What follows belongs to an exercise in optimizing a design on an open flow for small area and a short achievable clock period; a production flow would make more cautious choices.
The RTL was checked by simulation tests, not by an equivalence proof against the original design.
Power and IR drop assume default switching activity.

==> flow/design.v <==
package m_extension;
   typedef enum logic [2:0] {
      F3_MUL    = 3'b000,
      F3_MULH   = 3'b001,
      F3_MULHSU = 3'b010,
      F3_MULHU  = 3'b011
   } m_funct3;
   typedef enum logic [1:0] {
      IDLE = 2'b00,
      BUSY = 2'b01,
      RESP = 2'b10
   } mul_ctrl_state_t;
   localparam int MUL_LAT_DEFAULT = 5;
endpackage
module mul_step (
   input  logic [32:0] a_x,
   input  logic [3:0]  b_neg,
   input  logic [3:0]  b_one,
   input  logic [3:0]  b_two,
   input  logic [32:0] acc,
   input  logic [3:0]  cy,
   output logic [40:0] t,
   output logic [4:0]  co
);
   logic [33:0] row0;
   logic [33:0] row1;
   logic [33:0] row2;
   logic [33:0] row3;
   logic [40:0] x;
   logic [40:0] y;
   logic s1;
   logic c2;
   logic s3;
   logic c4;
   logic s5;
   logic c6;
   logic s7;
   logic c8;
   logic s9;
   logic c10;
   logic s11;
   logic c12;
   logic s13;
   logic c14;
   logic s15;
   logic c16;
   logic s17;
   logic c18;
   logic s19;
   logic c20;
   logic s21;
   logic c22;
   logic s23;
   logic c24;
   logic s25;
   logic c26;
   logic s27;
   logic c28;
   logic s29;
   logic c30;
   logic s31;
   logic c32;
   logic s33;
   logic c34;
   logic s35;
   logic c36;
   logic s37;
   logic c38;
   logic s39;
   logic c40;
   logic s41;
   logic c42;
   logic s43;
   logic c44;
   logic s45;
   logic c46;
   logic s47;
   logic c48;
   logic s49;
   logic c50;
   logic s51;
   logic c52;
   logic s53;
   logic c54;
   logic s55;
   logic c56;
   logic s57;
   logic c58;
   logic s59;
   logic c60;
   logic s61;
   logic c62;
   logic s63;
   logic c64;
   logic s65;
   logic c66;
   logic s67;
   logic c68;
   logic s69;
   logic c70;
   logic s71;
   logic c72;
   logic s73;
   logic c74;
   logic s75;
   logic c76;
   logic s77;
   logic c78;
   logic s79;
   logic c80;
   logic s81;
   logic c82;
   logic s83;
   logic c84;
   logic s85;
   logic c86;
   logic s87;
   logic c88;
   logic s89;
   logic c90;
   logic s91;
   logic c92;
   logic s93;
   logic c94;
   logic s95;
   logic c96;
   logic s97;
   logic c98;
   logic s99;
   logic c100;
   logic s101;
   logic c102;
   logic s103;
   logic c104;
   logic s105;
   logic c106;
   logic s107;
   logic c108;
   logic s109;
   logic c110;
   logic s111;
   logic c112;
   logic s113;
   logic c114;
   logic s115;
   logic c116;
   logic s117;
   logic c118;
   logic s119;
   logic c120;
   logic s121;
   logic c122;
   logic s123;
   logic c124;
   logic s125;
   logic c126;
   logic s127;
   logic c128;
   logic s129;
   logic c130;
   logic s131;
   logic c132;
   logic s133;
   logic c134;
   logic s135;
   logic c136;
   logic s137;
   logic c138;
   logic s139;
   logic c140;
   logic s141;
   logic c142;
   logic s143;
   logic c144;
   logic s145;
   logic c146;
   logic s147;
   logic c148;
   logic s149;
   logic c150;
   logic s151;
   logic c152;
   logic s153;
   logic c154;
   logic s155;
   logic c156;
   logic s157;
   logic c158;
   logic s159;
   logic c160;
   logic s161;
   logic c162;
   logic s163;
   logic c164;
   logic s165;
   logic c166;
   logic s167;
   logic c168;
   logic s169;
   logic c170;
   logic s171;
   logic c172;
   logic s173;
   logic c174;
   logic s175;
   logic c176;
   logic s177;
   logic c178;
   logic s179;
   logic c180;
   logic s181;
   logic c182;
   logic s183;
   logic c184;
   logic s185;
   logic c186;
   logic s187;
   logic c188;
   logic s189;
   logic c190;
   logic s191;
   logic c192;
   logic s193;
   logic c194;
   logic s195;
   logic c196;
   logic s197;
   logic c198;
   logic s199;
   logic c200;
   logic s201;
   logic c202;
   logic s203;
   logic c204;
   logic s205;
   logic c206;
   logic s207;
   logic c208;
   logic s209;
   logic c210;
   logic s211;
   logic c212;
   logic s213;
   logic c214;
   logic s215;
   logic c216;
   logic s217;
   logic c218;
   logic s219;
   logic c220;
   logic s221;
   logic c222;
   logic s223;
   logic c224;
   logic s225;
   logic c226;
   logic s227;
   logic c228;
   logic s229;
   logic c230;
   logic s231;
   logic c232;
   logic s233;
   logic c234;
   logic s235;
   logic c236;
   logic s237;
   logic c238;
   logic s239;
   logic c240;
   logic s241;
   logic c242;
   logic s243;
   logic c244;
   logic s245;
   logic c246;
   logic s247;
   logic c248;
   logic s249;
   logic c250;
   logic s251;
   logic c252;
   logic s253;
   logic c254;
   logic s255;
   logic c256;
   logic s257;
   logic c258;
   logic s259;
   logic c260;
   logic s261;
   logic c262;
   logic s263;
   logic c264;
   logic s265;
   logic c266;
   assign row0[0] = (b_one[0] & a_x[0]) ^ b_neg[0];
   assign row0[32:1] = ({32{b_one[0]}} & a_x[32:1] | {32{b_two[0]}} & a_x[31:0]) ^ {32{b_neg[0]}};
   assign row0[33] = ~(((b_one[0] | b_two[0]) & a_x[32]) ^ b_neg[0]);
   assign row1[0] = (b_one[1] & a_x[0]) ^ b_neg[1];
   assign row1[32:1] = ({32{b_one[1]}} & a_x[32:1] | {32{b_two[1]}} & a_x[31:0]) ^ {32{b_neg[1]}};
   assign row1[33] = ~(((b_one[1] | b_two[1]) & a_x[32]) ^ b_neg[1]);
   assign row2[0] = (b_one[2] & a_x[0]) ^ b_neg[2];
   assign row2[32:1] = ({32{b_one[2]}} & a_x[32:1] | {32{b_two[2]}} & a_x[31:0]) ^ {32{b_neg[2]}};
   assign row2[33] = ~(((b_one[2] | b_two[2]) & a_x[32]) ^ b_neg[2]);
   assign row3[0] = (b_one[3] & a_x[0]) ^ b_neg[3];
   assign row3[32:1] = ({32{b_one[3]}} & a_x[32:1] | {32{b_two[3]}} & a_x[31:0]) ^ {32{b_neg[3]}};
   assign row3[33] = ~(((b_one[3] | b_two[3]) & a_x[32]) ^ b_neg[3]);
   assign s1 = acc[4] ^ row0[4];
   assign c2 = acc[4] & row0[4];
   assign s3 = acc[5] ^ row0[5];
   assign c4 = acc[5] & row0[5];
   assign s5 = acc[6] ^ row0[6] ^ row1[4];
   assign c6 = (acc[6] & row0[6]) | (acc[6] & row1[4]) | (row0[6] & row1[4]);
   assign s7 = row2[2] ^ row3[0];
   assign c8 = row2[2] & row3[0];
   assign s9 = acc[7] ^ row0[7] ^ row1[5];
   assign c10 = (acc[7] & row0[7]) | (acc[7] & row1[5]) | (row0[7] & row1[5]);
   assign s11 = row2[3] ^ row3[1];
   assign c12 = row2[3] & row3[1];
   assign s13 = acc[8] ^ cy[1] ^ row0[8];
   assign c14 = (acc[8] & cy[1]) | (acc[8] & row0[8]) | (cy[1] & row0[8]);
   assign s15 = row1[6] ^ row2[4] ^ row3[2];
   assign c16 = (row1[6] & row2[4]) | (row1[6] & row3[2]) | (row2[4] & row3[2]);
   assign s17 = acc[9] ^ row0[9] ^ row1[7];
   assign c18 = (acc[9] & row0[9]) | (acc[9] & row1[7]) | (row0[9] & row1[7]);
   assign s19 = row2[5] ^ row3[3];
   assign c20 = row2[5] & row3[3];
   assign s21 = acc[10] ^ row0[10] ^ row1[8];
   assign c22 = (acc[10] & row0[10]) | (acc[10] & row1[8]) | (row0[10] & row1[8]);
   assign s23 = row2[6] ^ row3[4];
   assign c24 = row2[6] & row3[4];
   assign s25 = acc[11] ^ row0[11] ^ row1[9];
   assign c26 = (acc[11] & row0[11]) | (acc[11] & row1[9]) | (row0[11] & row1[9]);
   assign s27 = row2[7] ^ row3[5];
   assign c28 = row2[7] & row3[5];
   assign s29 = acc[12] ^ row0[12] ^ row1[10];
   assign c30 = (acc[12] & row0[12]) | (acc[12] & row1[10]) | (row0[12] & row1[10]);
   assign s31 = row2[8] ^ row3[6];
   assign c32 = row2[8] & row3[6];
   assign s33 = acc[13] ^ row0[13] ^ row1[11];
   assign c34 = (acc[13] & row0[13]) | (acc[13] & row1[11]) | (row0[13] & row1[11]);
   assign s35 = row2[9] ^ row3[7];
   assign c36 = row2[9] & row3[7];
   assign s37 = acc[14] ^ row0[14] ^ row1[12];
   assign c38 = (acc[14] & row0[14]) | (acc[14] & row1[12]) | (row0[14] & row1[12]);
   assign s39 = row2[10] ^ row3[8];
   assign c40 = row2[10] & row3[8];
   assign s41 = acc[15] ^ row0[15] ^ row1[13];
   assign c42 = (acc[15] & row0[15]) | (acc[15] & row1[13]) | (row0[15] & row1[13]);
   assign s43 = row2[11] ^ row3[9];
   assign c44 = row2[11] & row3[9];
   assign s45 = acc[16] ^ cy[2] ^ row0[16];
   assign c46 = (acc[16] & cy[2]) | (acc[16] & row0[16]) | (cy[2] & row0[16]);
   assign s47 = row1[14] ^ row2[12] ^ row3[10];
   assign c48 = (row1[14] & row2[12]) | (row1[14] & row3[10]) | (row2[12] & row3[10]);
   assign s49 = acc[17] ^ row0[17] ^ row1[15];
   assign c50 = (acc[17] & row0[17]) | (acc[17] & row1[15]) | (row0[17] & row1[15]);
   assign s51 = row2[13] ^ row3[11];
   assign c52 = row2[13] & row3[11];
   assign s53 = acc[18] ^ row0[18] ^ row1[16];
   assign c54 = (acc[18] & row0[18]) | (acc[18] & row1[16]) | (row0[18] & row1[16]);
   assign s55 = row2[14] ^ row3[12];
   assign c56 = row2[14] & row3[12];
   assign s57 = acc[19] ^ row0[19] ^ row1[17];
   assign c58 = (acc[19] & row0[19]) | (acc[19] & row1[17]) | (row0[19] & row1[17]);
   assign s59 = row2[15] ^ row3[13];
   assign c60 = row2[15] & row3[13];
   assign s61 = acc[20] ^ row0[20] ^ row1[18];
   assign c62 = (acc[20] & row0[20]) | (acc[20] & row1[18]) | (row0[20] & row1[18]);
   assign s63 = row2[16] ^ row3[14];
   assign c64 = row2[16] & row3[14];
   assign s65 = acc[21] ^ row0[21] ^ row1[19];
   assign c66 = (acc[21] & row0[21]) | (acc[21] & row1[19]) | (row0[21] & row1[19]);
   assign s67 = row2[17] ^ row3[15];
   assign c68 = row2[17] & row3[15];
   assign s69 = acc[22] ^ row0[22] ^ row1[20];
   assign c70 = (acc[22] & row0[22]) | (acc[22] & row1[20]) | (row0[22] & row1[20]);
   assign s71 = row2[18] ^ row3[16];
   assign c72 = row2[18] & row3[16];
   assign s73 = acc[23] ^ row0[23] ^ row1[21];
   assign c74 = (acc[23] & row0[23]) | (acc[23] & row1[21]) | (row0[23] & row1[21]);
   assign s75 = row2[19] ^ row3[17];
   assign c76 = row2[19] & row3[17];
   assign s77 = acc[24] ^ cy[3] ^ row0[24];
   assign c78 = (acc[24] & cy[3]) | (acc[24] & row0[24]) | (cy[3] & row0[24]);
   assign s79 = row1[22] ^ row2[20] ^ row3[18];
   assign c80 = (row1[22] & row2[20]) | (row1[22] & row3[18]) | (row2[20] & row3[18]);
   assign s81 = acc[25] ^ row0[25] ^ row1[23];
   assign c82 = (acc[25] & row0[25]) | (acc[25] & row1[23]) | (row0[25] & row1[23]);
   assign s83 = row2[21] ^ row3[19];
   assign c84 = row2[21] & row3[19];
   assign s85 = acc[26] ^ row0[26] ^ row1[24];
   assign c86 = (acc[26] & row0[26]) | (acc[26] & row1[24]) | (row0[26] & row1[24]);
   assign s87 = row2[22] ^ row3[20];
   assign c88 = row2[22] & row3[20];
   assign s89 = acc[27] ^ row0[27] ^ row1[25];
   assign c90 = (acc[27] & row0[27]) | (acc[27] & row1[25]) | (row0[27] & row1[25]);
   assign s91 = row2[23] ^ row3[21];
   assign c92 = row2[23] & row3[21];
   assign s93 = acc[28] ^ row0[28] ^ row1[26];
   assign c94 = (acc[28] & row0[28]) | (acc[28] & row1[26]) | (row0[28] & row1[26]);
   assign s95 = row2[24] ^ row3[22];
   assign c96 = row2[24] & row3[22];
   assign s97 = acc[29] ^ row0[29] ^ row1[27];
   assign c98 = (acc[29] & row0[29]) | (acc[29] & row1[27]) | (row0[29] & row1[27]);
   assign s99 = row2[25] ^ row3[23];
   assign c100 = row2[25] & row3[23];
   assign s101 = acc[30] ^ row0[30] ^ row1[28];
   assign c102 = (acc[30] & row0[30]) | (acc[30] & row1[28]) | (row0[30] & row1[28]);
   assign s103 = row2[26] ^ row3[24];
   assign c104 = row2[26] & row3[24];
   assign s105 = acc[31] ^ row0[31] ^ row1[29];
   assign c106 = (acc[31] & row0[31]) | (acc[31] & row1[29]) | (row0[31] & row1[29]);
   assign s107 = row2[27] ^ row3[25];
   assign c108 = row2[27] & row3[25];
   assign s109 = ~acc[32] ^ row0[32] ^ row1[30];
   assign c110 = (~acc[32] & row0[32]) | (~acc[32] & row1[30]) | (row0[32] & row1[30]);
   assign s111 = row2[28] ^ row3[26] ^ 1'b1;
   assign c112 = (row2[28] & row3[26]) | (row2[28] & 1'b1) | (row3[26] & 1'b1);
   assign s113 = row0[33] ^ row1[31] ^ row2[29];
   assign c114 = (row0[33] & row1[31]) | (row0[33] & row2[29]) | (row1[31] & row2[29]);
   assign s115 = row1[32] ^ row2[30];
   assign c116 = row1[32] & row2[30];
   assign s117 = acc[0] ^ cy[0];
   assign c118 = acc[0] & cy[0];
   assign s119 = acc[2] ^ row0[2];
   assign c120 = acc[2] & row0[2];
   assign s121 = acc[3] ^ row0[3];
   assign c122 = acc[3] & row0[3];
   assign s123 = s1 ^ row1[2] ^ row2[0];
   assign c124 = (s1 & row1[2]) | (s1 & row2[0]) | (row1[2] & row2[0]);
   assign s125 = s3 ^ row1[3] ^ row2[1];
   assign c126 = (s3 & row1[3]) | (s3 & row2[1]) | (row1[3] & row2[1]);
   assign s127 = s5 ^ s7 ^ b_neg[3];
   assign c128 = (s5 & s7) | (s5 & b_neg[3]) | (s7 & b_neg[3]);
   assign s129 = s9 ^ s11 ^ c6;
   assign c130 = (s9 & s11) | (s9 & c6) | (s11 & c6);
   assign s131 = s13 ^ s15 ^ c10;
   assign c132 = (s13 & s15) | (s13 & c10) | (s15 & c10);
   assign s133 = s17 ^ s19 ^ c14;
   assign c134 = (s17 & s19) | (s17 & c14) | (s19 & c14);
   assign s135 = s21 ^ s23 ^ c18;
   assign c136 = (s21 & s23) | (s21 & c18) | (s23 & c18);
   assign s137 = s25 ^ s27 ^ c22;
   assign c138 = (s25 & s27) | (s25 & c22) | (s27 & c22);
   assign s139 = s29 ^ s31 ^ c26;
   assign c140 = (s29 & s31) | (s29 & c26) | (s31 & c26);
   assign s141 = s33 ^ s35 ^ c30;
   assign c142 = (s33 & s35) | (s33 & c30) | (s35 & c30);
   assign s143 = s37 ^ s39 ^ c34;
   assign c144 = (s37 & s39) | (s37 & c34) | (s39 & c34);
   assign s145 = s41 ^ s43 ^ c38;
   assign c146 = (s41 & s43) | (s41 & c38) | (s43 & c38);
   assign s147 = s45 ^ s47 ^ c42;
   assign c148 = (s45 & s47) | (s45 & c42) | (s47 & c42);
   assign s149 = s49 ^ s51 ^ c46;
   assign c150 = (s49 & s51) | (s49 & c46) | (s51 & c46);
   assign s151 = s53 ^ s55 ^ c50;
   assign c152 = (s53 & s55) | (s53 & c50) | (s55 & c50);
   assign s153 = s57 ^ s59 ^ c54;
   assign c154 = (s57 & s59) | (s57 & c54) | (s59 & c54);
   assign s155 = s61 ^ s63 ^ c58;
   assign c156 = (s61 & s63) | (s61 & c58) | (s63 & c58);
   assign s157 = s65 ^ s67 ^ c62;
   assign c158 = (s65 & s67) | (s65 & c62) | (s67 & c62);
   assign s159 = s69 ^ s71 ^ c66;
   assign c160 = (s69 & s71) | (s69 & c66) | (s71 & c66);
   assign s161 = s73 ^ s75 ^ c70;
   assign c162 = (s73 & s75) | (s73 & c70) | (s75 & c70);
   assign s163 = s77 ^ s79 ^ c74;
   assign c164 = (s77 & s79) | (s77 & c74) | (s79 & c74);
   assign s165 = s81 ^ s83 ^ c78;
   assign c166 = (s81 & s83) | (s81 & c78) | (s83 & c78);
   assign s167 = s85 ^ s87 ^ c82;
   assign c168 = (s85 & s87) | (s85 & c82) | (s87 & c82);
   assign s169 = s89 ^ s91 ^ c86;
   assign c170 = (s89 & s91) | (s89 & c86) | (s91 & c86);
   assign s171 = s93 ^ s95 ^ c90;
   assign c172 = (s93 & s95) | (s93 & c90) | (s95 & c90);
   assign s173 = s97 ^ s99 ^ c94;
   assign c174 = (s97 & s99) | (s97 & c94) | (s99 & c94);
   assign s175 = s101 ^ s103 ^ c98;
   assign c176 = (s101 & s103) | (s101 & c98) | (s103 & c98);
   assign s177 = s105 ^ s107 ^ c102;
   assign c178 = (s105 & s107) | (s105 & c102) | (s107 & c102);
   assign s179 = s109 ^ s111 ^ c106;
   assign c180 = (s109 & s111) | (s109 & c106) | (s111 & c106);
   assign s181 = s113 ^ row3[27] ^ c110;
   assign c182 = (s113 & row3[27]) | (s113 & c110) | (row3[27] & c110);
   assign s183 = s115 ^ row3[28] ^ 1'b1;
   assign c184 = (s115 & row3[28]) | (s115 & 1'b1) | (row3[28] & 1'b1);
   assign s185 = row1[33] ^ row2[31] ^ row3[29];
   assign c186 = (row1[33] & row2[31]) | (row1[33] & row3[29]) | (row2[31] & row3[29]);
   assign s187 = row2[32] ^ row3[30];
   assign c188 = row2[32] & row3[30];
   assign s189 = s117 ^ row0[0];
   assign c190 = s117 & row0[0];
   assign s191 = acc[1] ^ row0[1] ^ c118;
   assign c192 = (acc[1] & row0[1]) | (acc[1] & c118) | (row0[1] & c118);
   assign s193 = s119 ^ row1[0] ^ b_neg[1];
   assign c194 = (s119 & row1[0]) | (s119 & b_neg[1]) | (row1[0] & b_neg[1]);
   assign s195 = s121 ^ row1[1] ^ c120;
   assign c196 = (s121 & row1[1]) | (s121 & c120) | (row1[1] & c120);
   assign s197 = s123 ^ b_neg[2] ^ c122;
   assign c198 = (s123 & b_neg[2]) | (s123 & c122) | (b_neg[2] & c122);
   assign s199 = s125 ^ c2 ^ c124;
   assign c200 = (s125 & c2) | (s125 & c124) | (c2 & c124);
   assign s201 = s127 ^ c4 ^ c126;
   assign c202 = (s127 & c4) | (s127 & c126) | (c4 & c126);
   assign s203 = s129 ^ c8 ^ c128;
   assign c204 = (s129 & c8) | (s129 & c128) | (c8 & c128);
   assign s205 = s131 ^ c12 ^ c130;
   assign c206 = (s131 & c12) | (s131 & c130) | (c12 & c130);
   assign s207 = s133 ^ c16 ^ c132;
   assign c208 = (s133 & c16) | (s133 & c132) | (c16 & c132);
   assign s209 = s135 ^ c20 ^ c134;
   assign c210 = (s135 & c20) | (s135 & c134) | (c20 & c134);
   assign s211 = s137 ^ c24 ^ c136;
   assign c212 = (s137 & c24) | (s137 & c136) | (c24 & c136);
   assign s213 = s139 ^ c28 ^ c138;
   assign c214 = (s139 & c28) | (s139 & c138) | (c28 & c138);
   assign s215 = s141 ^ c32 ^ c140;
   assign c216 = (s141 & c32) | (s141 & c140) | (c32 & c140);
   assign s217 = s143 ^ c36 ^ c142;
   assign c218 = (s143 & c36) | (s143 & c142) | (c36 & c142);
   assign s219 = s145 ^ c40 ^ c144;
   assign c220 = (s145 & c40) | (s145 & c144) | (c40 & c144);
   assign s221 = s147 ^ c44 ^ c146;
   assign c222 = (s147 & c44) | (s147 & c146) | (c44 & c146);
   assign s223 = s149 ^ c48 ^ c148;
   assign c224 = (s149 & c48) | (s149 & c148) | (c48 & c148);
   assign s225 = s151 ^ c52 ^ c150;
   assign c226 = (s151 & c52) | (s151 & c150) | (c52 & c150);
   assign s227 = s153 ^ c56 ^ c152;
   assign c228 = (s153 & c56) | (s153 & c152) | (c56 & c152);
   assign s229 = s155 ^ c60 ^ c154;
   assign c230 = (s155 & c60) | (s155 & c154) | (c60 & c154);
   assign s231 = s157 ^ c64 ^ c156;
   assign c232 = (s157 & c64) | (s157 & c156) | (c64 & c156);
   assign s233 = s159 ^ c68 ^ c158;
   assign c234 = (s159 & c68) | (s159 & c158) | (c68 & c158);
   assign s235 = s161 ^ c72 ^ c160;
   assign c236 = (s161 & c72) | (s161 & c160) | (c72 & c160);
   assign s237 = s163 ^ c76 ^ c162;
   assign c238 = (s163 & c76) | (s163 & c162) | (c76 & c162);
   assign s239 = s165 ^ c80 ^ c164;
   assign c240 = (s165 & c80) | (s165 & c164) | (c80 & c164);
   assign s241 = s167 ^ c84 ^ c166;
   assign c242 = (s167 & c84) | (s167 & c166) | (c84 & c166);
   assign s243 = s169 ^ c88 ^ c168;
   assign c244 = (s169 & c88) | (s169 & c168) | (c88 & c168);
   assign s245 = s171 ^ c92 ^ c170;
   assign c246 = (s171 & c92) | (s171 & c170) | (c92 & c170);
   assign s247 = s173 ^ c96 ^ c172;
   assign c248 = (s173 & c96) | (s173 & c172) | (c96 & c172);
   assign s249 = s175 ^ c100 ^ c174;
   assign c250 = (s175 & c100) | (s175 & c174) | (c100 & c174);
   assign s251 = s177 ^ c104 ^ c176;
   assign c252 = (s177 & c104) | (s177 & c176) | (c104 & c176);
   assign s253 = s179 ^ c108 ^ c178;
   assign c254 = (s179 & c108) | (s179 & c178) | (c108 & c178);
   assign s255 = s181 ^ c112 ^ c180;
   assign c256 = (s181 & c112) | (s181 & c180) | (c112 & c180);
   assign s257 = s183 ^ c114 ^ c182;
   assign c258 = (s183 & c114) | (s183 & c182) | (c114 & c182);
   assign s259 = s185 ^ c116 ^ c184;
   assign c260 = (s185 & c116) | (s185 & c184) | (c116 & c184);
   assign s261 = s187 ^ 1'b1 ^ c186;
   assign c262 = (s187 & 1'b1) | (s187 & c186) | (1'b1 & c186);
   assign s263 = row2[33] ^ row3[31] ^ c188;
   assign c264 = (row2[33] & row3[31]) | (row2[33] & c188) | (row3[31] & c188);
   assign s265 = row3[32] ^ 1'b1;
   assign c266 = row3[32] & 1'b1;
   assign x = {1'b1, row3[33], s265, s263, s261, s259, s257, s255, s253, s251, s249, s247, s245, s243, s241, s239, s237, s235, s233, s231, s229, s227, s225, s223, s221, s219, s217, s215, s213, s211, s209, s207, s205, s203, s201, s199, s197, s195, s193, s191, s189};
   assign y = {1'b0, c266, c264, c262, c260, c258, c256, c254, c252, c250, c248, c246, c244, c242, c240, c238, c236, c234, c232, c230, c228, c226, c224, c222, c220, c218, c216, c214, c212, c210, c208, c206, c204, c202, c200, c198, c196, c194, c192, c190, b_neg[0]};
   assign {co[0], t[7:0]} = {1'b0, x[7:0]} + {1'b0, y[7:0]};
   assign {co[1], t[15:8]} = {1'b0, x[15:8]} + {1'b0, y[15:8]};
   assign {co[2], t[23:16]} = {1'b0, x[23:16]} + {1'b0, y[23:16]};
   assign {co[3], t[31:24]} = {1'b0, x[31:24]} + {1'b0, y[31:24]};
   assign {co[4], t[40:32]} = {1'b0, x[40:32]} + {1'b0, y[40:32]};
endmodule
import m_extension::*;
module mul_issue_ctrl
#(
   parameter int MUL_LAT = m_extension::MUL_LAT_DEFAULT
) (
   input  logic        clk,
   input  logic        rst,
   input  logic        req_valid,
   output logic        req_ready,
   input  logic [31:0] req_rs1,
   input  logic [31:0] req_rs2,
   input  m_extension::m_funct3     req_funct3,
   input  logic        flush,
   output logic        resp_valid,
   output logic [31:0] resp_data,
   input  logic        resp_ready,
   output logic [15:0] hit_count
);
   logic        idle_r;
   logic        resp_r;
   logic [4:0]  step_r;
   logic        load_r;        
   logic [31:0] op_a_r;
   logic        op_as_r;       
   logic [31:0] op_b_r;
   logic        op_bs_r;       
   logic [2:0]  op_f_r;
   logic [32:0] acc_r;
   logic [3:0]  cy_r;          
   logic [31:0] last_rs1_r;
   logic [31:0] last_rs2_r;
   logic [2:0]  last_f_r;
   logic [31:0] last_result_r;
   logic [2:0]  last_cy_r;     
   logic        last_valid_r;
   logic [15:0] hit_count_r;
   logic        req_ready_s;
   logic        accept_s;
   logic        match_s;
   logic        hit_s;
   logic        miss_s;
   logic        complete_s;
   always_comb begin
      req_ready_s = ~flush & (idle_r | (resp_r & resp_ready));
      accept_s    = req_valid & req_ready_s;
      match_s     = last_valid_r & (req_rs1 == last_rs1_r) & (req_rs2 == last_rs2_r) &
                    (req_funct3 == last_f_r);
      hit_s       = accept_s & match_s;
      miss_s      = accept_s & ~match_s;
      complete_s  = ~flush & step_r[4];
   end
   always_ff @(posedge clk) begin
      if (rst || flush) begin
         idle_r <= 1'b1;
         resp_r <= 1'b0;
         step_r <= 5'd0;
         load_r <= 1'b1;
      end else begin
         idle_r <= ~accept_s & (idle_r | (resp_r & resp_ready));
         resp_r <= hit_s | step_r[4] | (resp_r & ~resp_ready);
         step_r <= {step_r[3:0], miss_s};
         load_r <= ~(miss_s | (|step_r[3:0]));
      end
   end
   function automatic logic [11:0] booth_enc(input logic [8:0] b);
      logic [3:0] neg;
      logic [3:0] one;
      logic [3:0] two;
      for (int i = 0; i < 4; i++) begin
         neg[i] = b[2*i+2];
         one[i] = b[2*i+1] ^ b[2*i];
         two[i] = (b[2*i+2] & ~b[2*i+1] & ~b[2*i]) | (~b[2*i+2] & b[2*i+1] & b[2*i]);
      end
      booth_enc = {two, one, neg};
   endfunction
   logic [32:0]        a_x;
   logic [3:0]         b_neg;
   logic [3:0]         b_one;
   logic [3:0]         b_two;
   logic [11:0]        booth_r;
   logic [11:0]        booth_next;
   logic [7:0]         chunk_next;
   logic [8:0]         window_next;
   logic               mul_op;
   logic [40:0]        t_s;
   logic [4:0]         co_s;
   assign a_x        = {op_as_r, op_a_r};
   assign mul_op      = (op_f_r == F3_MUL);
   assign chunk_next  = step_r[3] ? {8{op_bs_r}} : op_b_r[15:8];
   always_comb begin
      if (!mul_op) begin
         window_next = {chunk_next, op_b_r[7]};
      end else if (step_r[0] | step_r[2]) begin
         window_next = op_b_r[31:23];
      end else begin
         window_next = {op_b_r[15:8], op_b_r[7] & ~step_r[3]};
      end
   end
   assign booth_next = !load_r ? booth_enc(window_next) :
                       (req_funct3 == F3_MUL) ? 12'd0 : booth_enc({req_rs2[7:0], 1'b0});
   assign {b_two, b_one, b_neg} = booth_r;
   always_ff @(posedge clk) begin
      booth_r <= booth_next;
   end
   mul_step u_step (
      .a_x   (a_x),
      .b_neg (b_neg),
      .b_one (b_one),
      .b_two (b_two),
      .acc   (acc_r),
      .cy    (cy_r),
      .t     (t_s),
      .co    (co_s)
   );
   always_ff @(posedge clk) begin
      if (load_r) begin
         op_a_r  <= req_rs1;
         op_as_r <= ((req_funct3 == F3_MULH) || (req_funct3 == F3_MULHSU)) & req_rs1[31];
         op_b_r  <= req_rs2;
         op_bs_r <= (req_funct3 == F3_MULH) & req_rs2[31];
         op_f_r  <= req_funct3;
         acc_r   <= 33'd0;
         cy_r    <= 4'd0;
      end else begin
         op_b_r  <= {op_b_r[7:0], op_b_r[31:8]};
         if (mul_op) begin
            acc_r <= {t_s[24:0], 8'd0};
            cy_r  <= {co_s[1:0], 2'd0};
         end else begin
            acc_r <= t_s[40:8];
            cy_r  <= co_s[3:0];
         end
      end
   end
   always_ff @(posedge clk) begin
      if (complete_s) begin
         last_rs1_r    <= op_a_r;
         last_rs2_r    <= op_b_r;
         last_f_r      <= op_f_r;
         last_result_r <= t_s[31:0];
         last_cy_r     <= co_s[2:0];
      end
   end
   always_ff @(posedge clk) begin
      if (rst) begin
         last_valid_r <= 1'b0;
         hit_count_r  <= 16'd0;
      end else begin
         if (complete_s) begin
            last_valid_r <= 1'b1;
         end
         if (hit_s && (hit_count_r != 16'hFFFF)) begin
            hit_count_r <= hit_count_r + 16'd1;
         end
      end
   end
   assign req_ready  = req_ready_s;
   assign resp_valid = resp_r;
   assign resp_data  = last_result_r + {last_cy_r[2], 7'd0, last_cy_r[1], 7'd0, last_cy_r[0], 8'd0};
   assign hit_count  = hit_count_r;
endmodule
==> flow/flow/run.sh <==
#!/bin/bash
# Own flow: the standard layout (standard.sh: the standard synthesis, then
# ORFS floorplan, placement, CTS and routing) with plain buf_1 port buffers in
# place of clkdlybuf4s50_1, larger clock-sink clusters without dummy loads,
# and a tighter setup repair target. Every tool's own log is under orfs/logs/;
# make's output goes to standard.log.
set -euo pipefail
bash standard.sh \
  "BUFFER_PORTS_ARGS=-buffer_cell sky130_fd_sc_hd__buf_1" \
  "CTS_ARGS=-sink_clustering_enable -repair_clock_nets -sink_clustering_size 20 -sink_clustering_max_diameter 100 -dont_use_dummy_load" \
  "SETUP_SLACK_MARGIN=5.45" \
  finish > standard.log 2>&1
==> flow/standard.sh <==
#!/bin/bash
# synth_recipe.tcl (not shown) runs the flow's synth.tcl, then flattens the netlist and writes it again
# the make line also repeats each setting of config.mk as NAME=value (left out here)
make -C /OpenROAD-flow-scripts/flow DESIGN_CONFIG=/design/flow/config.mk WORK_HOME=/design/flow/orfs CLKGATE_MAP_FILE= SYNTH_SCRIPT=/design/flow/synth_recipe.tcl "${@:-finish}"
==> flow/config.mk <==
export PLATFORM = sky130hd
export DESIGN_NAME = mul_issue_ctrl
export DESIGN_NICKNAME = mul_issue_ctrl
export VERILOG_FILES = /design/flow/design.v
export SDC_FILE = /design/flow/constraint.sdc
export NUM_CORES = 4
export LEC_CHECK = 0
export CAP_MARGIN = 20
export CORE_MARGIN = 2
export CORE_UTILIZATION = 40
export SLEW_MARGIN = 20
==> flow/constraint.sdc <==
create_clock -name core_clock -period 10.0 [get_ports {clk}]
set_input_delay 2.0000 -clock core_clock [delete_from_list [all_inputs] [get_ports {clk}]]
set_output_delay 2.0000 -clock core_clock [all_outputs]
set_load 0.01 [all_outputs]
==> impl_results.md, run 1 <==
* Max Freq at 223 MHz
* Worst Skew at 0.0416 ns
* GRT overflow at 0
* Crit path max fanout at 3
* Critical path, cell by cell: buf_1 > a21oi_1 > nor2_1 > buf_1
* Status: timing/DRC/antenna clean
* Sink Count at 245
* Synth top cells by count: xnor2_1, edfxtp_1, inv_1
* Core Footprint at 39800 µm²
* Die Wd at 205 µm
* Post-Layout Cell Count at 2120
* Hold Path Depth at 0
* Setup TNS at 0 ns
* Post-CTS Hold Buffers at 0
* Min-delay worst type: flip-flop to flip-flop
* Yosys warns at 1
* Net Count, Synth at 1750
* Tot GR Track Use at 20.2%
* Worst-Margin Slew at 0.934 ns
* CTS Buf Count at 17
* Final Hold Vio Count at 0
* RSZ-0062 raised after global routing: yes
* CP Buf/Inv Count at 2
* Routability cong. at 0.846
* Synth Instances at 1497
* Vias in the first global route at 11300
* CTS tree: done
* Final period util at 44.8%
* Full die area at 42000 µm²
* DP HPWL at 31000 µm
* Clk buf depth at 3
* Fin crit period at 4.48 ns
* Setup violations, final at 0
* Top Family by Delay on Critical Path: buffers and inverters
* Worst vdd ir at 213 µV
* Port bufs at 121
* Critical Path Stages at 4
* Residual DRC count at 0
* Arr. time, crit path at 2.48 ns
* DRT antenna net count at 0
* Clk slew on worst S/H paths at 0.07 ns
* Slowest stage delay, CP at 0.17 ns
* Nets at 1848
* First-pass GRT wire length at 65300 µm
* Dpl cells at 2053
* Register area share after synthesis at 39.0%
* CTS Root Cell: clkbuf_16
* Drt pass-1 iters at 5
* Post-Syn Area at 16200 µm²
* Async S/R FF share, synth at 0%
* Share of cells above drive strength 1 at 11.3%
* Area of the multi-input gates at 9110 µm²
* Mean Syn Cell Area at 10.8 µm²
* R2R cell count at 18
* Layout area overhead at 12.1%
* Initial Util at 40.6%
* Post-layout util at 45.5%
* Worst skew pair latency at 0.51 ns
* Relative slew slack at 37.7%
* Largest net degree at the start of global routing at 63
* Initial antenna violation count at 3
* Top post-synthesis cells by area: edfxtp_1, dfxtp_1, fa_1
* Ports at 122
* PwrDens at 378 nW/µm²
* Area post-placement at 17000 µm²
* Most common cell in the netlist: xnor2_1
* Synth Flop Type: edfxtp_1
* Htree depth at 1
* Max Cap Violations at 0
* Post-synth EDFFs at 139
* Avg WL per Cell at 20.1 µm
* CP Launch Type: input port
* Std-Cell Rows at 73
* Most Frequent Cell on Critical Path: buf_1
* Required time of the worst setup path at 8.00 ns
* Design Power at 0.00685 W
* Die Span Y at 205 µm
* Yosys reg bits at 245
* Yosys cell types at 60
* Final non-filler cell area at 18100 µm²
* Final WL at 42500 µm
* Max Slew Vio Count at 0
* Yosys top cell area share at 25.8%
* DR vias/cell at 5.37
* Crit path kind: input port to output pin
* Via count at 11400
* Register area at 6300 µm²
* CP max-delay cell: buf_1
* Static Leak at 7.02 nW
* Post-synth top area cell: edfxtp_1
* Crit end category: output pin
* Number of DRC markers in iteration 0 at 780
* Fillers at 3823
what timing repair did:
action                                 in CTS  in global routing
pin swaps                                   2                 16
endpoints found under the hold margin       0                  0
setup endpoints to repair                  42                 34
buffers inserted                            2                 46
resized for setup                          22                 61
per-layer routing:
metal | GRT usage, % | up-vias | routed length [µm]
li1 | - | 5309 | -
met4 | 7.45 | 0 | 1520
met5 | 0 | - | 0
met3 | 3.05 | 62 | 2560
met1 | 28.0 | 5629 | 19000
met2 | 32.2 | 380 | 19400
path summary, 6_finish.rpt:
kind	startpoint	end	slack, ns
worst min register to register	op_b_r[20]$_DFF_P_	last_rs2_r[20]$_DFFE_PP_	0.43
worst min-delay path	op_b_r[20]$_DFF_P_	last_rs2_r[20]$_DFFE_PP_	0.43
worst max-delay path	resp_ready	req_ready	5.52
worst max register to register	booth_r[10]$_DFF_P_	acc_r[12]$_SDFF_PP0_	5.63
power breakdown:
part / internal, W / switching [W]
Sequential: 0.00136 / 0.0000732
Clock: 0.000303 / 0.000335
Combinational: 0.00196 / 0.00281
sequential cells by signal (all words and copies together) (netlist names):
name and cells:
acc_r 33, last_result_r 32, last_rs1_r 32, last_rs2_r 32, op_a_r 32, op_b_r 32
hit_count_r 16, booth_r 12, step_r 5, cy_r 4, last_cy_r 3, last_f_r 3
op_f_r 3, idle_r 1, last_valid_r 1, load_r 1, op_as_r 1, op_bs_r 1
resp_r 1
metrics by stage:
step,worst slack (ns),hold slack [ns]
3_3_place_gp,4.82,0.407
6_report,5.52,0.433
2_1_floorplan,5.45,0.404
3_5_place_dp,4.80,0.412
4_1_cts,5.46,0.433
5_1_grt,5.40,0.440
layout by cell type (no fill, tap or decap), types with 16 or more instances in the layout:
cell       count
a21oi_1       40
a22oi_1      122
buf_1        116
buf_4         52
clkbuf_16     17
dfxtp_1      101
edfxtp_1     139
fa_1          98
ha_1          79
inv_1        137
mux2_2        33
nand2_1       65
nand3_1       19
nor2_1        59
nor2b_1       32
o21ai_0       21
o22ai_1       16
xnor2_1      170
xor2_1        57
worst register-to-register path, cell delays in order, from the launching register on:
cell	delay, ns
dfxtp_1	0.33
buf_6	0.27
a22oi_1	0.18
xnor2_1	0.18
fa_1	0.52
inv_1	0.06
fa_1	0.49
inv_1	0.05
fa_1	0.42
inv_1	0.06
ha_1	0.17
inv_1	0.07
fa_1	0.46
nor2b_1	0.12
o21ai_0	0.08
nand2b_1	0.11
xor2_1	0.42
nand2_1	0.14
a21oi_1	0.19
kinds of logic (layout without fill, tap and decap cells):
kind of cell | after synthesis | after routing | synth area share, %
AOI/OAI and AO/OA | 269 | 269 | 11.7
xor gates and xnor gates | 243 | 243 | 13.2
adders and majority gates | 181 | 181 | 18.7
buffers and inverters | 249 | 345 | 6.14
DFF | 245 | 245 | 39.0
muxes | 41 | 41 | 2.84
other | 0 | 2 | 0
and+or+nand+nor | 269 | 269 | 8.41
cell type report:
class	instances	share of cell area, %
Antenna cell	2	0.0276
Timing Repair Buffer	187	5.92
Sequential cell	245	34.8
Inverter	141	2.94
Multi-Input combinational cell	1003	50.3
Tap cell	525	3.63
Clock buffer	17	2.35
==> inputs of run 2 (changes only) <==
--- a/flow/config.mk
+++ b/flow/config.mk
@@ -11 +11,2 @@
 export SLEW_MARGIN = 20
+export TNS_END_PERCENT = 0
==> impl_results.md, run 2 <==
* Status: timing/DRC/antenna clean
* Simple logic cell fraction of the synthesized area at 8.41%
* Post-Syn Area at 16200 µm²
* Post-place setup slack at 4.76 ns
* Crit end category: output pin
* Reg-to-reg critical path endpoint: acc_r[31]$_SDFF_PP0_
* Residual DRC count at 0
* Dpl cells at 2053
* Post-synth top area cell: edfxtp_1
* Most common cell after layout, fill and taps aside: xnor2_1
* Most flop-heavy register: acc_r
* Final WL at 42700 µm
* Async S/R FF share, synth at 0%
* Slowest stage delay, CP at 0.39 ns
* Most common cell in the netlist: xnor2_1
* Number of DRC markers in iteration 0 at 931
* Top post-synthesis cells by area: edfxtp_1, dfxtp_1, fa_1
* Compound-Gate Fraction of Synth Area at 11.7%
* Clk slew on worst S/H paths at 0.08 ns
* Final period util at 45.2%
* XOR/XNOR Fraction of Synth Area at 13.2%
* Worst Hold End: last_rs2_r[20]$_DFFE_PP_
* Arr. time, crit path at 2.52 ns
* Nets at 1825
* Mean Syn Cell Area at 10.8 µm²
* Share of cells above drive strength 1 at 8.47%
* Min-delay worst type: flip-flop to flip-flop
* Synth Instances at 1497
* DP HPWL at 31100 µm
* Worst r2r src: booth_r[10]$_DFF_P_
* Clk buf depth at 3
* Vias in the first global route at 11200
* Final Hold Vio Count at 0
* Yosys reg bits at 245
* Core Footprint at 39800 µm²
* Max Slew Vio Count at 0
* Synth top cells by count: xnor2_1, edfxtp_1, inv_1
* Post-CTS Hold Buffers at 0
* Post-Layout Cell Count at 2097
* Required time of the worst setup path at 8.00 ns
* Crit path kind: flip-flop to output pin
* GRT overflow at 0
* Multiplexer share of the synthesized area at 2.84%
* Initial Util at 40.6%
* CP max-delay cell: edfxtp_1
* Yosys cell types at 60
* Static Leak at 6.84 nW
* CTS tree: done
* Largest family of logic cells by synthesized area: adder cells
* CP Launch Type: flip-flop
* Port bufs at 121
* DRT antenna net count at 0
* Most frequent cells in the layout: xnor2_1, edfxtp_1, inv_1
* DR vias/cell at 5.38
* Htree depth at 1
* Setup violations, final at 0
* Setup TNS at 0 ns
* Max Cap Violations at 0
* Drt pass-1 iters at 5
* Initial antenna violation count at 2
* Ports at 122
* Fillers at 3882
* First-pass GRT wire length at 65200 µm
* Worst skew pair latency at 0.53 ns
* Synth Area in Adders at 18.7%
* Hold Path Depth at 0
* Post-synth EDFFs at 139
* Worst vdd ir at 250 µV
* Die Span Y at 205 µm
* Routability cong. at 0.858
* Fin crit period at 4.52 ns
* Worst-Margin Slew at 0.971 ns
* Die Wd at 205 µm
* RSZ-0062 raised after global routing: yes
* Sink Count at 245
* CP Buf/Inv Count at 1
* Full die area at 42000 µm²
* Layout area overhead at 10.1%
* R2R cell count at 18
* Final WS setup at 5.48 ns
* Tot GR Track Use at 20.2%
* Top Family by Delay on Critical Path: simple AND/OR/NAND/NOR gates
* Yosys top cell area share at 25.8%
* Std-Cell Rows at 73
* Max FFs per register at 33
* PwrDens at 369 nW/µm²
* HP Start: op_b_r[20]$_DFF_P_
* Register area share after synthesis at 39.0%
* Critical path, cell by cell: ha_1 > nand3_1 > nor2_1 > a41oi_1 > nor2_2 > a31o_2 > nand2_1 > xnor2_2 > buf_1
* CTS Buf Count at 17
* Crit path max fanout at 3
* Reg-to-reg setup timing slack at 5.56 ns
* Avg WL per Cell at 20.4 µm
* Hold_ws at 0.430 ns
* Net Count, Synth at 1750
* Worst Skew at 0.0756 ns
* Yosys warns at 1
* Via count at 11300
* Synth Flop Type: edfxtp_1
* CTS Root Cell: clkbuf_16
* Largest net degree at the start of global routing at 61
* Max Freq at 221 MHz
* Relative slew slack at 34.7%
-- run 2: power breakdown --
part | switching, W | leakage, nW | internal [W] | total (W)
Clock | 0.000341 | 0.210 | 0.000303 | 0.000643
Sequential | 0.0000766 | 2.18 | 0.00136 | 0.00144
Combinational | 0.00271 | 4.45 | 0.00177 | 0.00448
Total | 0.00313 | 6.84 | 0.00343 | 0.00656
-- run 2: timing repair --
item	CTS	global route
buffers inserted	0	24
endpoints found under the setup margin	45	45
pin swaps	0	6
gates resized for setup	5	43
cloned	0	1
-- run 2: worst max-delay path by stage --
stage | from | end | slack (ns) | cells after the start
after floorplan | req_rs1[25] | hit_count_r[11]$_SDFFE_PP0P_ | 5.44 | 8
final | last_result_r[16]$_DFFE_PP_ | resp_data[30] | 5.48 | 9
after detailed placement | req_rs2[6] | hit_count_r[14]$_SDFFE_PP0P_ | 4.76 | 9
after global routing | last_result_r[16]$_DFFE_PP_ | resp_data[30] | 5.28 | 9
after CTS | booth_r[2]$_DFF_P_ | cy_r[3]$_SDFF_PP0_ | 5.29 | 20
after global placement | req_rs2[6] | hit_count_r[14]$_SDFFE_PP0P_ | 4.78 | 9
-- run 2: cells by family (layout without fill, tap and decap cells) --
kind of cell,count (synthesis),count (layout)
simple gates,269,269
mux,41,41
buf+inv,249,322
flops,245,245
compound gates,269,269
fa+ha+maj,181,181
xor+xnor,243,243
other cells,0,2
-- run 2: per-layer routing --
layer  vias up  wire (µm)  part of all wire (%)  global-route usage, %
met3        83       2740                   6.4                   3.20
met1      5531      19100                    45                   28.2
li1       5267          -                     -                      -
met4         0       1740                   4.1                   7.79
met5         -          0                     0                      0
met2       399      19100                    45                   31.5
-- run 2: stage by stage --
| step | area (µm²) | util, % | power, W |
|---|---|---|---|
| 6_report | 17800 | 44.7 | 0.00656 |
| 5_1_grt | 17800 | 44.6 | 0.00711 |
| 4_1_cts | 17400 | 43.7 | 0.00643 |
| 3_5_place_dp | 17000 | 42.6 | 0.00576 |
| 3_3_place_gp | 17000 | 42.6 | 0.00567 |
| 2_1_floorplan | 16200 | - | 0.00442 |
-- run 2: area by class of cell --
class	count	area (µm²)	area share (%)
multi-input cells	1003	8970	50.5
flip-flops and latches	245	6310	35.5
repair buffers	164	887	4.99
well taps	525	657	3.69
inverters	141	532	2.99
clock buffers	17	425	2.39
diodes	2	5.00	0.0281
==> inputs of run 3 (changes only) <==
--- a/flow/config.mk
+++ b/flow/config.mk
@@ -7,6 +7,5 @@
 export LEC_CHECK = 0
-export CAP_MARGIN = 20
+export CAP_MARGIN = 5
 export CORE_MARGIN = 2
 export CORE_UTILIZATION = 40
-export SLEW_MARGIN = 20
-export TNS_END_PERCENT = 0
+export SLEW_MARGIN = 5
==> impl_results.md, run 3 <==
* Status: timing/DRC/antenna clean
* Share of cells above drive strength 1 at 11.3%
* Clk buf depth at 3
* Tot GR Track Use at 20.2%
* HP Start: op_b_r[20]$_DFF_P_
* Port bufs at 121
* XOR/XNOR Fraction of Synth Area at 13.2%
* Avg WL per Cell at 20.1 µm
* Hold_ws at 0.433 ns
* Global Route met2 Usage at 32.2%
* PwrDens at 378 nW/µm²
* DRT antenna net count at 0
* Net Count, Synth at 1750
* Ports at 122
* Final WS setup at 5.52 ns
* Multiplexer share of the synthesized area at 2.84%
* Yosys cell types at 60
* Post-synth EDFFs at 139
* Critical Path Start: resp_ready
* Most frequent cells in the layout: xnor2_1, edfxtp_1, inv_1
* First-pass GRT wire length at 65300 µm
* Reg-to-reg critical path endpoint: acc_r[12]$_SDFF_PP0_
* Initial Util at 40.6%
* Initial antenna violation count at 3
* Synth Flop Type: edfxtp_1
* Crit path max fanout at 3
* Vias in the first global route at 11300
* Die Span Y at 205 µm
* Layout area overhead at 12.1%
* Mean Syn Cell Area at 10.8 µm²
* Required time of the worst setup path at 8.00 ns
* Synth top cells by count: xnor2_1, edfxtp_1, inv_1
* Final non-filler cell area at 18100 µm²
* Register area share after synthesis at 39.0%
* Largest net degree at the start of global routing at 63
* Crit path kind: input port to output pin
* Routability cong. at 0.846
* DP HPWL at 31000 µm
* Die Wd at 205 µm
* Static Leak at 7.02 nW
* Post-CTS Hold Buffers at 0
* Residual DRC count at 0
* Via count at 11400
* Drt pass-1 iters at 5
* Setup TNS at 0 ns
* Post-place setup slack at 4.80 ns
* Core Footprint at 39800 µm²
* Global Route met3 Usage at 3.05%
* Async S/R FF share, synth at 0%
* Worst vdd ir at 213 µV
* DR vias/cell at 5.37
* Final Hold Vio Count at 0
* Post-Syn Area at 16200 µm²
* Full die area at 42000 µm²
* Hold Path Depth at 0
* Arr. time, crit path at 2.48 ns
* Clk slew on worst S/H paths at 0.07 ns
* R2R cell count at 18
* Worst Hold End: last_rs2_r[20]$_DFFE_PP_
* CP Launch Type: input port
* Crit end category: output pin
* Htree depth at 1
* CTS Buf Count at 17
* Min-delay worst type: flip-flop to flip-flop
* Most common cell after layout, fill and taps aside: xnor2_1
* Max FFs per register at 33
* Largest family of logic cells by synthesized area: adder cells
* Area post-placement at 17000 µm²
* Sink Count at 245
* Most flop-heavy register: acc_r
* Max Freq at 223 MHz
* Compound-Gate Fraction of Synth Area at 11.7%
* Relative slew slack at 37.7%
* Busiest grt layer: met2
* Yosys top cell area share at 25.8%
* Yosys warns at 1
* Worst r2r src: booth_r[10]$_DFF_P_
* Setup violations, final at 0
* Max Cap Violations at 0
* Worst-Margin Slew at 0.934 ns
* Top post-synthesis cells by area: edfxtp_1, dfxtp_1, fa_1
* Most common cell in the netlist: xnor2_1
* GRT overflow at 0
* Simple logic cell fraction of the synthesized area at 8.41%
* Synth Instances at 1497
* CTS Root Cell: clkbuf_16
* Final period util at 44.8%
* Met1 GRT Util at 28.0%
* Std-Cell Rows at 73
* Worst skew pair latency at 0.51 ns
* CTS tree: done
* Fin crit period at 4.48 ns
* Yosys reg bits at 245
* Design Power at 0.00685 W
* Final WL at 42500 µm
* Worst Skew at 0.0416 ns
* Nets at 1848
* Number of DRC markers in iteration 0 at 780
* Synth Area in Adders at 18.7%
* Max Slew Vio Count at 0
* Post-synth top area cell: edfxtp_1
* RSZ-0062 raised after global routing: yes
* Reg-to-reg setup timing slack at 5.63 ns
## run 3: cell counts after synthesis
No cell type changed its count.
## run 3: worst max path at each step
stage                                   endpoint  slack [ns]  cells after the start
finish                                 req_ready        5.52                      4
CTS                                resp_data[29]        5.46                      9
detailed placement  hit_count_r[14]$_SDFFE_PP0P_        4.80                      8
floorplan                   acc_r[22]$_SDFF_PP0_        5.45                     20
global placement    hit_count_r[14]$_SDFFE_PP0P_        4.82                      9
global route                       resp_data[31]        5.40                      9
## run 3: what timing repair did
action	CTS	global route
pin swaps	2	16
setup endpoints to repair	42	34
gates resized for setup	22	61
setup buffers	2	46
## run 3: final cells by class
type	instances	area [µm²]
antenna	2	5.00
timing repair buffer	187	1070
inverter	141	532
fill	3823	21700
sequential	245	6300
multi-input combinational	1003	9110
clock buffer	17	425
tap	525	657
## run 3: critical path: stages
cell and delay (ns):
buf_1 0.09, a21oi_1 0.08, nor2_1 0.15, buf_1 0.17
## run 3: where the power goes
group          internal [W]  total (W)  switching [W]
clock network      0.000303   0.000638       0.000335
logic               0.00196    0.00477        0.00281
registers           0.00136    0.00144      0.0000732
## run 3: metrics by stage
stage          utilization, %  instances
4_1_cts                  43.9       2072
5_1_grt                  45.5       2119
3_5_place_dp             42.6       2053
3_3_place_gp             42.6       2053
2_1_floorplan               -       1497
6_report                 45.5       2120
## run 3: cells by family after synthesis
group	Yosys count
compound gates	269
simple gates	269
buf+inv	249
flops	245
xor+xnor	243
fa+ha+maj	181
mux	41
## run 3: layer usage
layer  routed length (µm)  share of wire, %
met1                19000                45
met3                 2560               6.0
met4                 1520               3.6
met5                    0                 0
met2                19400                46
==> inputs of run 4 (changes only) <==
--- a/flow/flow/run.sh
+++ b/flow/flow/run.sh
@@ -10,3 +10,3 @@
   "CTS_ARGS=-sink_clustering_enable -repair_clock_nets -sink_clustering_size 20 -sink_clustering_max_diameter 100 -dont_use_dummy_load" \
-  "SETUP_SLACK_MARGIN=5.45" \
+  "SETUP_SLACK_MARGIN=5.75" \
   finish > standard.log 2>&1
--- a/flow/config.mk
+++ b/flow/config.mk
@@ -7,5 +7,6 @@
 export LEC_CHECK = 0
-export CAP_MARGIN = 5
+export CAP_MARGIN = 20
 export CORE_MARGIN = 2
 export CORE_UTILIZATION = 40
-export SLEW_MARGIN = 5
+export SLEW_MARGIN = 20
+export TNS_END_PERCENT = 10
==> impl_results.md, run 4 <==
* Top post-synthesis cells by area: edfxtp_1, dfxtp_1, fa_1
* Final non-filler cell area at 19000 µm²
* Yosys reg bits at 245
* Worst vdd ir at 240 µV
* CTS tree: done
* GRT overflow at 0
* Yosys cell types at 60
* Most common cell after layout, fill and taps aside: xnor2_1
* Max Cap Violations at 0
* DR vias/cell at 5.50
* Mean Syn Cell Area at 10.8 µm²
* Full die area at 42000 µm²
* Layout area overhead at 17.4%
* Worst-Margin Slew at 0.972 ns
* Avg WL per Cell at 21.5 µm
* Pint at 0.00388 W
* Nets at 1896
* Most flop-heavy register: acc_r
* Largest net degree at the start of global routing at 61
* XOR/XNOR Fraction of Synth Area at 13.2%
* Setup violations, final at 0
* Async S/R FF share, synth at 0%
* Final Hold Vio Count at 0
* Simple logic cell fraction of the synthesized area at 8.41%
* DP HPWL at 31100 µm
* Synth Area in Adders at 18.7%
* P_sw at 0.00336 W
* Area of the multi-input gates at 9370 µm²
* R2R cell count at 18
* Register area share after synthesis at 39.0%
* Max Freq at 225 MHz
* Net Count, Synth at 1750
* Status: timing/DRC/antenna clean
* Multiplexer share of the synthesized area at 2.84%
* Yosys top cell area share at 25.8%
* Hold Path Depth at 0
* Area post-placement at 17000 µm²
* Synth Flop Type: edfxtp_1
* Required time of the worst setup path at 8.00 ns
* Tot GR Track Use at 21.9%
* Most common cell in the netlist: xnor2_1
* Gate power share at 71.3%
* Register area at 6320 µm²
* Worst Skew at 0.0713 ns
* Reg power frac at 19.9%
* Fillers at 3737
* Residual DRC count at 0
* Clk buf depth at 3
* Crit path kind: input port to output pin
* Synth top cells by count: xnor2_1, edfxtp_1, inv_1
* # diodes at 0
* Share of cells above drive strength 1 at 17.2%
* Yosys warns at 1
* CTS Buf Count at 17
* Initial antenna violation count at 2
* Post-CTS Hold Buffers at 0
* Compound-Gate Fraction of Synth Area at 11.7%
* Drt pass-1 iters at 6
* Vias in the first global route at 11800
* Post-synth EDFFs at 139
* PwrDens at 382 nW/µm²
* Reg-to-reg critical path endpoint: acc_r[32]$_SDFF_PP0_
* Worst r2r src: op_a_r[30]$_DFFE_PP_
* Clk slew on worst S/H paths at 0.08 ns
* Die Span Y at 205 µm
* Crit path max fanout at 2
* Final period util at 44.4%
* Core Footprint at 39800 µm²
* First-pass GRT wire length at 69900 µm
* Post-synth top area cell: edfxtp_1
* Max FFs per register at 33
* Net Sw Frac at 46.4%
* Relative slew slack at 34.7%
* Setup TNS at 0 ns
* Fin crit period at 4.44 ns
* Sink Count at 245
* Port bufs at 121
* Htree depth at 1
* DRT antenna net count at 0
* Number of DRC markers in iteration 0 at 1066
* CP Launch Type: input port
* Via count at 11900
* RSZ-0062 raised after global routing: yes
* Final WL at 46700 µm
* Reg-to-reg setup timing slack at 5.70 ns
* Synth Instances at 1497
* Die Wd at 205 µm
* Critical Path Start: resp_ready
* Hold_ws at 0.428 ns
* Worst skew pair latency at 0.53 ns
* Crit end category: output pin
* Max Slew Vio Count at 0
* Post-Syn Area at 16200 µm²
* Clock power frac at 8.8%
* Routability cong. at 0.858
* Static Leak at 7.47 nW
* CP endpoint: req_ready
* Arr. time, crit path at 2.44 ns
* Most frequent cells in the layout: xnor2_1, edfxtp_1, inv_1
* Min-delay worst type: flip-flop to flip-flop
* CTS Root Cell: clkbuf_16
* Initial Util at 40.6%
* Post-layout util at 47.6%
* Std-Cell Rows at 73
* Ports at 122
* Largest family of logic cells by synthesized area: adder cells
run 4: cell counts after synthesis:
Identical to the previous run, type by type.
run 4: per-layer routing:
layer,global-route usage (%),routed length [µm],up-vias
met2,34.0,20800,580
met5,0,27,-
met3,4.60,4130,109
met1,30.0,19800,5810
met4,8.61,1870,4
li1,-,-,5418
run 4: stage by stage:
step                power, W  setup WS (ns)  cells
CTS                  0.00680           5.56   2128
global placement     0.00567           4.78   2053
detailed placement   0.00576           4.76   2053
finish               0.00724           5.56   2166
global route         0.00781           5.52   2166
floorplan            0.00442           5.44   1497
run 4: worst max-delay path, stage by stage:
cell and delay (ns):
buf_6 0.10, a21oi_4 0.15, nor2_2 0.06, buf_2 0.13
run 4: layout make-up:
class,instances,area share (%)
Clock buffer,17,2.24
Timing Repair Buffer,235,8.79
Tap cell,525,3.46
Sequential cell,245,33.3
Inverter,141,2.82
Multi-Input combinational cell,1003,49.4
run 4: worst min-delay path by stage:
stage | slack, ns | to | start
final | 0.43 | last_rs2_r[5]$_DFFE_PP_ | op_b_r[5]$_DFF_P_
after CTS | 0.43 | last_rs2_r[2]$_DFFE_PP_ | op_b_r[2]$_DFF_P_
after floorplan | 0.40 | last_rs2_r[0]$_DFFE_PP_ | op_b_r[0]$_DFF_P_
after global routing | 0.44 | last_rs2_r[20]$_DFFE_PP_ | op_b_r[20]$_DFF_P_
after global placement | 0.41 | last_rs2_r[20]$_DFFE_PP_ | op_b_r[20]$_DFF_P_
after detailed placement | 0.42 | last_rs2_r[20]$_DFFE_PP_ | op_b_r[20]$_DFF_P_
run 4: cell families (layout without fill, tap and decap cells):
family	after synthesis	in the layout
adder cells (fa/ha/maj)	181	181
XOR/XNOR	243	243
flip-flops	245	245
AO/OA/AOI/OAI	269	269
multiplexers	41	41
buffers and inverters	249	393
AND/OR/NAND/NOR	269	269
run 4: timing repair:
action / CTS / global route
cloned: 6 / 1
resized for setup: 104 / 60
pin swaps: 21 / 36
setup buffers: 52 / 37
endpoints found under the hold margin: 0 / 0
endpoints found under the setup margin: 77 / 59
run 4: power groups by stage:
stage	clock network [W]	logic (W)	registers, W
finish	0.000641	0.00516	0.00144
global route	0.000692	0.00567	0.00145
global placement	0	0.00420	0.00146
floorplan	0	0.00301	0.00141
detailed placement	0	0.00430	0.00146
CTS	0.000659	0.00470	0.00144
==> inputs of run 5 (changes only) <==
--- a/flow/flow/run.sh
+++ b/flow/flow/run.sh
@@ -10,3 +10,3 @@
   "CTS_ARGS=-sink_clustering_enable -repair_clock_nets -sink_clustering_size 20 -sink_clustering_max_diameter 100 -dont_use_dummy_load" \
-  "SETUP_SLACK_MARGIN=5.75" \
+  "SETUP_SLACK_MARGIN=5.45" \
   finish > standard.log 2>&1
==> impl_results.md, run 5 <==
* Reg-to-reg critical path endpoint: acc_r[31]$_SDFF_PP0_
* Port bufs at 121
* Yosys reg bits at 245
* Nets at 1826
* Most common cell in the netlist: xnor2_1
* Full die area at 42000 µm²
* GRT overflow at 0
* Register area at 6310 µm²
* Status: timing/DRC/antenna clean
* Clk slew on worst S/H paths at 0.06 ns
* Die Span Y at 205 µm
* Initial antenna violation count at 2
* Setup violations, final at 0
* Yosys top cell area share at 25.8%
* CP max-delay cell: nor2_1
* Via count at 11400
* Max FFs per register at 33
* Static Leak at 6.85 nW
* Relative slew slack at 31.5%
* Clk buf depth at 3
* Max Slew Vio Count at 0
* Final period util at 45.1%
* RSZ-0062 raised after global routing: yes
* Max Cap Violations at 0
* Top post-synthesis cells by area: edfxtp_1, dfxtp_1, fa_1
* Post-Syn Area at 16200 µm²
* Setup TNS at 0 ns
* HP Start: op_b_r[20]$_DFF_P_
* Async S/R FF share, synth at 0%
* Worst vdd ir at 241 µV
* Net Count, Synth at 1750
* Final Hold Vio Count at 0
* DP HPWL at 31100 µm
* Simple logic cell fraction of the synthesized area at 8.41%
* Critical path, cell by cell: buf_1 > nor2_1 > buf_1
* Residual DRC count at 0
* Arr. time, crit path at 2.51 ns
* Final WL at 43000 µm
* Fin crit period at 4.51 ns
* R2R cell count at 18
* Final non-filler cell area at 17800 µm²
* Routability cong. at 0.858
* Area post-placement at 17000 µm²
* Post-place setup slack at 4.76 ns
* Post-synth EDFFs at 139
* Yosys warns at 1
* Design Power at 0.00656 W
* Worst Hold End: last_rs2_r[20]$_DFFE_PP_
* Drt pass-1 iters at 5
* Ports at 122
* DRT antenna net count at 0
* Largest family of logic cells by synthesized area: adder cells
* Area of the multi-input gates at 9020 µm²
* Crit path max fanout at 4
* CTS Root Cell: clkbuf_16
* Mean Syn Cell Area at 10.8 µm²
* Tot GR Track Use at 20.3%
* CP Launch Type: input port
* Post-CTS Hold Buffers at 0
* Most frequent cells in the layout: xnor2_1, edfxtp_1, inv_1
* Most common cell after layout, fill and taps aside: xnor2_1
* Post-layout util at 44.8%
* Crit path kind: input port to output pin
* Number of DRC markers in iteration 0 at 824
* Yosys cell types at 60
* Worst r2r src: booth_r[10]$_DFF_P_
* Reg-to-reg setup timing slack at 5.56 ns
* Synth top cells by count: xnor2_1, edfxtp_1, inv_1
* CTS Buf Count at 17
* Hold Path Depth at 0
* Worst Skew at 0.0717 ns
* Max Freq at 222 MHz
* DR vias/cell at 5.41
* Compound-Gate Fraction of Synth Area at 11.7%
* Core Footprint at 39800 µm²
* Vias in the first global route at 11200
* PwrDens at 368 nW/µm²
* Synth Area in Adders at 18.7%
* Min-delay worst type: flip-flop to flip-flop
* Most Frequent Cell on Critical Path: buf_1
* Worst-Margin Slew at 1.02 ns
* Worst skew pair latency at 0.53 ns
* Synth Instances at 1497
* Multiplexer share of the synthesized area at 2.84%
* Largest net degree at the start of global routing at 61
* Std-Cell Rows at 73
* Sink Count at 245
* Register area share after synthesis at 39.0%
* Fillers at 3873
* First-pass GRT wire length at 65400 µm
* Most flop-heavy register: acc_r
* Die Wd at 205 µm
* Htree depth at 1
* Crit end category: output pin
* Final WS setup at 5.49 ns
* Initial Util at 40.6%
* Required time of the worst setup path at 8.00 ns
* XOR/XNOR Fraction of Synth Area at 13.2%
* Slowest stage delay, CP at 0.19 ns
* Synth Flop Type: edfxtp_1
* Layout area overhead at 10.5%
* Avg WL per Cell at 20.5 µm
* CTS tree: done
* Share of cells above drive strength 1 at 9.04%
* Post-synth top area cell: edfxtp_1
-- run 5: how the worst max path moves through the flow --
| stage | startpoint | to | slack, ns |
|---|---|---|---|
| global placement | req_rs2[6] | hit_count_r[14]$_SDFFE_PP0P_ | 4.78 |
| floorplan | req_rs1[25] | hit_count_r[11]$_SDFFE_PP0P_ | 5.44 |
| finish | flush | req_ready | 5.49 |
| detailed placement | req_rs2[6] | hit_count_r[14]$_SDFFE_PP0P_ | 4.76 |
| global route | op_a_r[2]$_DFFE_PP_ | acc_r[23]$_SDFF_PP0_ | 5.32 |
| CTS | last_result_r[16]$_DFFE_PP_ | resp_data[30] | 5.34 |
-- run 5: metrics by stage --
| step | hold slack [ns] | std cells |
|---|---|---|
| 2_1_floorplan | 0.404 | 1497 |
| 3_3_place_gp | 0.408 | 2053 |
| 3_5_place_dp | 0.417 | 2053 |
| 4_1_cts | 0.430 | 2071 |
| 5_1_grt | 0.438 | 2096 |
| 6_report | 0.430 | 2098 |
-- run 5: logic make-up (layout without fill, tap and decap cells) --
| logic type | after synthesis | count (layout) |
|---|---|---|
| and+or+nand+nor | 269 | 269 |
| adders and majority gates | 181 | 181 |
| DFF | 245 | 245 |
| buffers and inverters | 249 | 323 |
| AOI/OAI and AO/OA | 269 | 269 |
| other | 0 | 2 |
| muxes | 41 | 41 |
| xor gates and xnor gates | 243 | 243 |
-- run 5: what timing repair did --
| action | in CTS | in global routing |
|---|---|---|
| resized for setup | 18 | 41 |
| gates cloned | 0 | 1 |
| pin swaps | 0 | 11 |
| setup endpoints to repair | 45 | 44 |
| setup buffers | 1 | 24 |
-- run 5: report_power, final --
part | leakage (nW) | total, W | switching (W) | internal [W]
clock network | 0.210 | 0.000641 | 0.000339 | 0.000303
registers | 2.18 | 0.00144 | 0.0000763 | 0.00136
logic | 4.47 | 0.00448 | 0.00271 | 0.00177
-- run 5: layout make-up --
type	count	share of cell area (%)
antenna	2	0.0281
tap	525	3.68
clock buffer	17	2.38
inverter	141	2.99
multi-input combinational	1003	50.5
timing repair buffer	165	5.02
sequential	245	35.3
-- run 5: routing by layer --
metal	wire length [µm]	GRT usage, %	up-vias
li1	-	-	5269
met1	19200	28.5	5583
met2	19100	31.5	418
met3	2790	3.07	86
met4	1850	8.09	0
met5	0	0	-
-- run 5: critical path: cells and delay by family --
family / cells / cell delay, ns
AND/OR/NAND/NOR: 1 / 0.19
buffers and inverters: 2 / 0.32

## port drivers added, routing unchanged
The flow's constraints put no driver on any port. The routed layouts listed below were extracted and timed again, unchanged, in two steps. Step 1 assumes that a clkbuf_16 drives the clock port and a buf_2 every other input. Step 2 adds t to the input delays and takes it off the output delays; t is the mean of the earliest and latest rising clock arrival at the registers after step 1. Input paths then give back, and output paths get back, about the clock's delay inside the block. Three values: no drivers, after step 1, after step 2; two values: the first two.
run | t, ns | slack for setup (ns) | worst setup path after step 2 | worst slew at a driven data input, ns
run 1 | 0.542 | 5.517 / 5.493 / 5.078 | input to register | 0.08
run 2 | 0.545 | 5.483 / 5.434 / 5.009 | input to register | 0.08
run 3 | 0.542 | 5.517 / 5.493 / 5.078 | input to register | 0.08
run 4 | 0.544 | 5.562 / 5.530 / 5.110 | input to register | 0.08
run 5 | 0.546 | 5.492 / 5.472 / 5.034 | input to register | 0.07
After both steps every run listed still meets setup and hold. The setup slack of run 2, which loses most, moves by -0.049 ns with the drivers and by -0.474 ns with both steps.
